What follows belongs to an exercise in optimizing a design on an open flow for small area and few clock cycles per item; a production flow would make more cautious choices.
Only simulation tests tie the RTL to the original design; equivalence was not proved.
Power figures rest on the tool's default switching activity, not on a simulated workload.

<file path="flow/config.mk">
export PLATFORM = sky130hd
export DESIGN_NAME = ultrasonic_echo_ranger
export DESIGN_NICKNAME = ultrasonic_echo_ranger
export VERILOG_FILES = /design/flow/design.v
export SDC_FILE = /design/flow/constraint.sdc
export NUM_CORES = 4
export LEC_CHECK = 0
export CAP_MARGIN = 20
export CORE_MARGIN = 2
export CORE_UTILIZATION = 40
export SLEW_MARGIN = 20
</file>
<file path="flow/constraint.sdc">
create_clock -name core_clock -period 7.0 [get_ports {clk}]
set_input_delay 1.4000 -clock core_clock [delete_from_list [all_inputs] [get_ports {clk}]]
set_output_delay 1.4000 -clock core_clock [all_outputs]
set_load 0.01 [all_outputs]
</file>
<file path="flow/design.v">
package uer_pkg;
  localparam int RANGE_W    = 13;
  localparam int CM_W       = 9;
  localparam int TRIG_W     = 8;
  localparam int HOLD_W     = 17;
  localparam int CFG_IDX_W  = 3;
  localparam int CFG_DATA_W = 17;
  localparam logic [CFG_IDX_W-1:0] REG_TRIG_PULSE = 3'd0;
  localparam logic [CFG_IDX_W-1:0] REG_HOLDOFF    = 3'd1;
  localparam logic [CFG_IDX_W-1:0] REG_MIN_CM     = 3'd2;
  localparam logic [CFG_IDX_W-1:0] REG_MAX_CM     = 3'd3;
  localparam logic [CFG_IDX_W-1:0] REG_NEAR_CM    = 3'd4;
  localparam logic [TRIG_W-1:0] TRIG_PULSE_RST = 8'd10;
  localparam logic [HOLD_W-1:0] HOLDOFF_RST    = 17'd101000;
  localparam logic [CM_W-1:0]   MIN_CM_RST     = 9'd2;
  localparam logic [CM_W-1:0]   MAX_CM_RST     = 9'd400;
  localparam logic [CM_W-1:0]   NEAR_CM_RST    = 9'd5;
endpackage
module ultrasonic_echo_ranger (
  input  logic                           clk,
  input  logic                           rst,
  input  logic                           sample_valid,
  output logic                           sample_ready,
  input  logic                           sample_echo_level,
  output logic                           result_valid,
  input  logic                           result_ready,
  output logic                           result_trig_level,
  output logic                           result_result_valid,
  output logic [uer_pkg::RANGE_W-1:0]    result_range_sixteenths,
  output logic                           result_near,
  input  logic                           cfg_wr_en,
  input  logic [uer_pkg::CFG_IDX_W-1:0]  cfg_index,
  input  logic [uer_pkg::CFG_DATA_W-1:0] cfg_data
);
  logic [uer_pkg::TRIG_W-1:0] trig_cfg;
  logic [uer_pkg::HOLD_W-1:0] hold_cfg;
  logic [uer_pkg::CM_W-1:0]   min_cm, max_cm, near_cm;
  always_ff @(posedge clk) begin
    if (rst) begin
      trig_cfg <= uer_pkg::TRIG_PULSE_RST;
      hold_cfg <= uer_pkg::HOLDOFF_RST;
      min_cm   <= uer_pkg::MIN_CM_RST;
      max_cm   <= uer_pkg::MAX_CM_RST;
      near_cm  <= uer_pkg::NEAR_CM_RST;
    end else if (cfg_wr_en) begin
      case (cfg_index)
        uer_pkg::REG_TRIG_PULSE: trig_cfg <= cfg_data[uer_pkg::TRIG_W-1:0];
        uer_pkg::REG_HOLDOFF:    hold_cfg <= cfg_data[uer_pkg::HOLD_W-1:0];
        uer_pkg::REG_MIN_CM:     min_cm   <= cfg_data[uer_pkg::CM_W-1:0];
        uer_pkg::REG_MAX_CM:     max_cm   <= cfg_data[uer_pkg::CM_W-1:0];
        uer_pkg::REG_NEAR_CM:    near_cm  <= cfg_data[uer_pkg::CM_W-1:0];
        default: ;  
      endcase
    end
  end
  logic vld, accept;
  assign sample_ready = !vld || result_ready;
  assign accept       = sample_valid && sample_ready;
  assign result_valid = vld;
  localparam logic [2:0] PH_LOW1 = 3'd0;
  localparam logic [2:0] PH_HIGH = 3'd1;
  localparam logic [2:0] PH_LOW2 = 3'd2;
  localparam logic [2:0] PH_WAIT = 3'd3;
  localparam logic [2:0] PH_MEAS = 3'd4;
  localparam logic [2:0] PH_HOLD = 3'd5;
  logic [2:0]  phase, phase_n;
  logic [16:0] cnt, cnt_n, cnt_inc, limit;
  logic        done, fin;
  assign limit = (phase == PH_HOLD) ? hold_cfg : 17'(trig_cfg);
  assign done  = cnt >= limit;
  always_comb begin
    cnt_inc = cnt + 1'b1;
    if (phase == PH_MEAS && cnt[4:0] == 5'd31) cnt_inc[1:0] = 2'b11;
  end
  always_comb begin
    phase_n = phase;
    cnt_n   = cnt_inc;
    fin     = 1'b0;
    case (phase)
      PH_LOW1: if (done) begin phase_n = PH_HIGH; cnt_n = 17'd1; end
      PH_HIGH: if (done) begin phase_n = PH_LOW2; cnt_n = 17'd1; end
      PH_LOW2: if (done) begin phase_n = PH_WAIT; cnt_n = 17'd3; end
      PH_WAIT: begin
        if (sample_echo_level) phase_n = PH_MEAS;
        else                   cnt_n   = cnt;
      end
      PH_MEAS: begin
        if (!sample_echo_level) begin
          fin     = 1'b1;
          cnt_n   = 17'd1;
          phase_n = (hold_cfg == '0) ? PH_LOW1 : PH_HOLD;
        end else if (cnt[15]) begin
          cnt_n = cnt;
        end
      end
      default: if (done) begin phase_n = PH_LOW1; cnt_n = 17'd1; end
    endcase
  end
  always_ff @(posedge clk) begin
    if (rst) begin
      phase <= PH_LOW1;
      cnt   <= 17'd1;
    end else if (accept) begin
      phase <= phase_n;
      cnt   <= cnt_n;
    end
  end
  logic [10:0] ea;
  logic [4:0]  eb;
  logic [2:0]  ef;
  logic        ge_hi, lt_lo;
  logic [8:0]  top_hi, top;
  logic [3:0]  low_hi, low;
  assign ea = cnt[15:5];
  assign eb = cnt[4:0];
  always_comb begin
    case (eb)
      5'd3,  5'd4,  5'd5,  5'd6:  ef = 3'd0;
      5'd7,  5'd8,  5'd9,  5'd10: ef = 3'd1;
      5'd11, 5'd12, 5'd13:        ef = 3'd2;
      5'd14, 5'd15, 5'd16, 5'd17: ef = 3'd3;
      5'd18, 5'd19, 5'd20, 5'd21: ef = 3'd4;
      5'd22, 5'd23, 5'd24:        ef = 3'd5;
      5'd25, 5'd26, 5'd27, 5'd28: ef = 3'd6;
      default:                    ef = 3'd7;
    endcase
  end
  assign ge_hi  = ea[10:1] >= {1'b0, max_cm};
  assign top_hi = ge_hi ? max_cm : ea[9:1];
  assign low_hi = ge_hi ? 4'd0 : {ea[0], ef};
  assign lt_lo  = top_hi < min_cm;
  assign top    = lt_lo ? min_cm : top_hi;
  assign low    = lt_lo ? 4'd0 : low_hi;
  always_ff @(posedge clk) begin
    if (rst) begin
      vld                     <= 1'b0;
      result_range_sixteenths <= '0;
      result_near             <= 1'b0;
    end else begin
      if (sample_ready) vld <= sample_valid;
      if (accept && fin) begin
        result_range_sixteenths <= {top, low};
        if (top < near_cm) begin
          result_near <= 1'b1;
        end else if (top > near_cm || low != 4'd0) begin
          result_near <= 1'b0;
        end
      end
    end
  end
  always_ff @(posedge clk) begin
    if (accept) begin
      result_trig_level   <= (phase == PH_HIGH);
      result_result_valid <= fin;
    end
  end
endmodule
</file>
<file path="flow/run.sh">
#!/bin/bash
# synth_recipe.tcl (not shown) runs the flow's synth.tcl, then flattens the netlist and writes it again
# the make line also repeats each setting of config.mk as NAME=value (left out here)
make -C /OpenROAD-flow-scripts/flow DESIGN_CONFIG=/design/flow/config.mk WORK_HOME=/design/flow/orfs CLKGATE_MAP_FILE= SYNTH_SCRIPT=/design/flow/synth_recipe.tcl finish
</file>
==> flow_summary.json <==
{
  "io_buffers": 43,
  "rr_startpoint": "cnt[6]",
  "clock_latency_ps": 350,
  "cp.arrival_ps": 6080,
  "pwr-share-comb": 0.156,
  "end_kind": "flip-flop",
  "yosysSeqAreaShare": 0.334,
  "netSwitchingFraction": 0.269,
  "cp.required_ps": 7290,
  "cts_max_path_buffers": 2,
  "netlist_area_mm2": 0.00557,
  "postSynthAreaPerCell_um2": 8.07,
  "fin_area_mm2": 0.00639,
  "fp.dieW_um": 122,
  "multi_input_area_mm2": 0.00342,
  "fin_crit_sh": 0.827,
  "crit_path_end": "result_near",
  "drc": 0,
  "areaGrowthSynthToFinish_pct": 14.8,
  "reg2reg_to": "result_near",
  "io-pin-count": 44,
  "cp_num_cells": 26,
  "max_freq_ghz": 0.173,
  "rows": 43,
  "yosysTopAreaCell": "dfxtp_1",
  "slowest_delay_ps": 570,
  "fp.dieArea_mm2": 0.0149,
  "place_ws_ps": 1290,
  "grt_pass1_wl_um": 23300,
  "leakage_nw": 2.47,
  "start_kind": "flip-flop",
  "min_period_ps": 5790,
  "postCtsHoldBufs": 0,
  "dpl-instance-area_mm2": 0.00608,
  "initial_core_util": 0.406,
  "hold_class": "reg2reg",
  "crit_top_cell": "o21ai_0",
  "place.gp.congestion": 0.903,
  "crit_family": "compound AO/OA/AOI/OAI gates",
  "crit_slowest_cell": "o31a_1",
  "power.density_mw_per_mm2": 194,
  "rrSetupSlack_ps": 1210,
  "yosysTopAreaCellShare": 0.324,
  "final_common_cell": "nand2_1",
  "path_class": "reg2reg",
  "first_iter_violations": 268,
  "ant_nets": 0,
  "fin_ws_ps": 1210,
  "grt_max_degree": 89,
  "p_sw_uw": 334,
  "fin_util": 0.466,
  "ys_async_sr_fraction": 0,
  "max_cap_violations": 0,
  "status": "timing/DRC/antenna clean",
  "hold_path_startpoint": "max_cm[1]",
  "vdd_ir_drop_max_v": 0.0000995,
  "cts-root-buf": "clkbuf_16",
  "clk_pin_slew_ps": 60,
  "slew_violations": 0,
  "ys_seq_elements": 92,
  "htreeDepth": 3,
  "tns_ps": 0,
  "cts-resized-gates": 0,
  "synth_edf_count": 2,
  "fp.dieH_um": 122,
  "drtPass1Iterations": 5,
  "worst_slew_pin_slew_ps": 815,
  "synth_cells": 690,
  "cts_buffers": 9,
  "seqCellArea_mm2": 0.00186,
  "r2r_cells": 26,
  "fin_skew_ps": 9.82,
  "hold_viol_final": 0,
  "antenna_found_initial": 0,
  "seq_power_share": 0.446,
  "cts.sinks": 92,
  "p_int_uw": 909,
  "place_inst": 886,
  "max_slew_margin": 0.457,
  "pwr-share-clk": 0.397,
  "synth_area_leaders": "dfxtp_1, ha_1, nand2_1",
  "synth_warnings": 1,
  "layout_common_cells": "nand2_1, dfxtp_1, a21oi_1, nor2_1, ha_1",
  "hpwl_um": 10800,
  "critPathMaxFanout": 32,
  "first_global_vias": 4610,
  "crit_path_start": "cnt[6]",
  "wl_per_cell_um": 15.7,
  "synth-main-ff-cell": "dfxtp_1",
  "routed_via_density": 5.40,
  "vias": 4872,
  "cts_tree": "built",
  "fillers": 1389,
  "rsz0062_at_grt": "no",
  "layout-drive-gt1-share": 0.0706,
  "setup_viol": 0,
  "track_usage": 0.200,
  "synth_cell_type_count": 79,
  "final_cells": 902,
  "grt_overflow": 0,
  "num_antenna_cells": 0,
  "core_mm2": 0.0137,
  "fin_nets": 791,
  "syn-num-nets": 764,
  "crit_buf_inv": 2,
  "post_cts_buffers": 0,
  "wl_um": 14200
}
[per-stage QoR]
| step | hold WS (ps) | total power, mW |
|---|---|---|
| global route | 478 | 1.30 |
| CTS | 458 | 1.25 |
| floorplan | 436 | 0.703 |
| detailed placement | 449 | 0.759 |
| global placement | 445 | 0.754 |
| finish | 453 | 1.24 |
[worst reg2reg max path, cell delays in order, from the launching register on]
cell and delay [ps]:
dfxtp_1 450, inv_1 110, ha_1 270, nand2b_1 140, a21o_1 170, a2111oi_0 430, o31a_1 570, o21ai_0 280
ha_1 350, a21o_1 190, a21o_1 170, a21o_1 180, a211oi_1 220, o21ai_0 240, a21oi_2 170, buf_4 300
nor2_1 90, a21oi_1 140, ha_1 260, nor2b_1 130, o21ai_0 140, nand2b_1 70, a21oi_1 140, o21ai_0 100
a211oi_1 220, o21ai_0 120, nand3_1 90
[cell families (layout without fill, tap and decap cells)]
group	count (synthesis)	after routing	synth area share
fa+ha+maj	48	48	0.108
compound gates	152	152	0.187
simple gates	307	307	0.273
xor+xnor	15	15	0.0270
flops	92	92	0.334
mux	10	10	0.0187
buf+inv	66	98	0.0521
[area by class of cell]
cell class	instances	share of cell area
Clock buffer	11	0.0380
Clock inverter	5	0.00940
Inverter	36	0.0211
Multi-Input combinational cell	532	0.535
Sequential cell	92	0.291
Tap cell	180	0.0352
Timing Repair Buffer	46	0.0701
[sequential cells by signal, summed over array words and instances (netlist names)]
signal                   count
result_trig_level            1
result_result_valid          1
min_cm                       9
max_cm                       9
hold_cfg                    17
cnt                         17
phase                        3
result_near                  1
near_cm                      9
ef                           3
vld                          1
result_range_sixteenths     13
trig_cfg                     8
[routing by layer]
layer	part of all wire	track usage	vias up
met3	0.037	0.0276	23
met4	0.018	0.0668	0
met1	0.50	0.281	2259
met2	0.44	0.314	108
met5	0	0	-
li1	-	-	2482
[cell usage after synthesis, types with 4 or more instances]
cell type  instances
a211oi_1           8
a21o_1             8
a21oi_1           63
a2bb2oi_1          4
and3_1             4
buf_4              4
clkbuf_1          21
dfxtp_1           90
ha_1              48
inv_1             34
mux2i_1            9
nand2_1          151
nand2b_1           6
nand3_1           15
nand3b_1          24
nand4_1            8
nand4b_1           9
nor2_1            53
nor3_1             9
nor4_1             5
o211ai_1          11
o21ai_0           24
xnor2_1            5
xor2_1             9
[power groups by stage]
stage	clock network [mW]	registers [mW]	logic [mW]
after floorplan	0	0.561	0.141
after global placement	0	0.566	0.189
after detailed placement	0	0.566	0.193
after CTS	0.503	0.554	0.193
after global routing	0.525	0.556	0.216
final	0.494	0.555	0.194
[worst min path at each step]
stage,to,slack (ps),depth (start not counted)
after floorplan,trig_cfg[2],440,2
after global placement,near_cm[3],450,2
after detailed placement,max_cm[1],450,2
after CTS,max_cm[1],460,2
after global routing,max_cm[5],480,2
final,max_cm[1],450,2
Testbench counts, summed over its fixed seeds: cycles 796,983, ticks 796,967.

==> re-timing with driven ports <==
In the flow no input, the clock included, has a driving cell. The finished layout below was timed again as built, in two steps. Step 1: set_driving_cell puts a clkbuf_16 on clk and a buf_2 on each other input, an assumption about the parent block. Step 2 moves the port delays by t, midway between the first and last clock arrival at a register: inputs arrive t later, outputs are due t later. That takes back most of the time a late clock gives input paths. a / b / c = ideal ports / drivers / drivers and shift; a / b = the first two.
shift t [ns]: 0.386
setup slack, ns: 1.208 / 1.208 / 1.208
clock arrival spread, ns: 0.009 / 0.010
worst register clock-pin slew, ns: 0.07 / 0.07
After both steps this run still meets setup and hold. For this run, drivers alone change the setup slack by 0.000 ns; drivers and shift together by 0.000 ns.
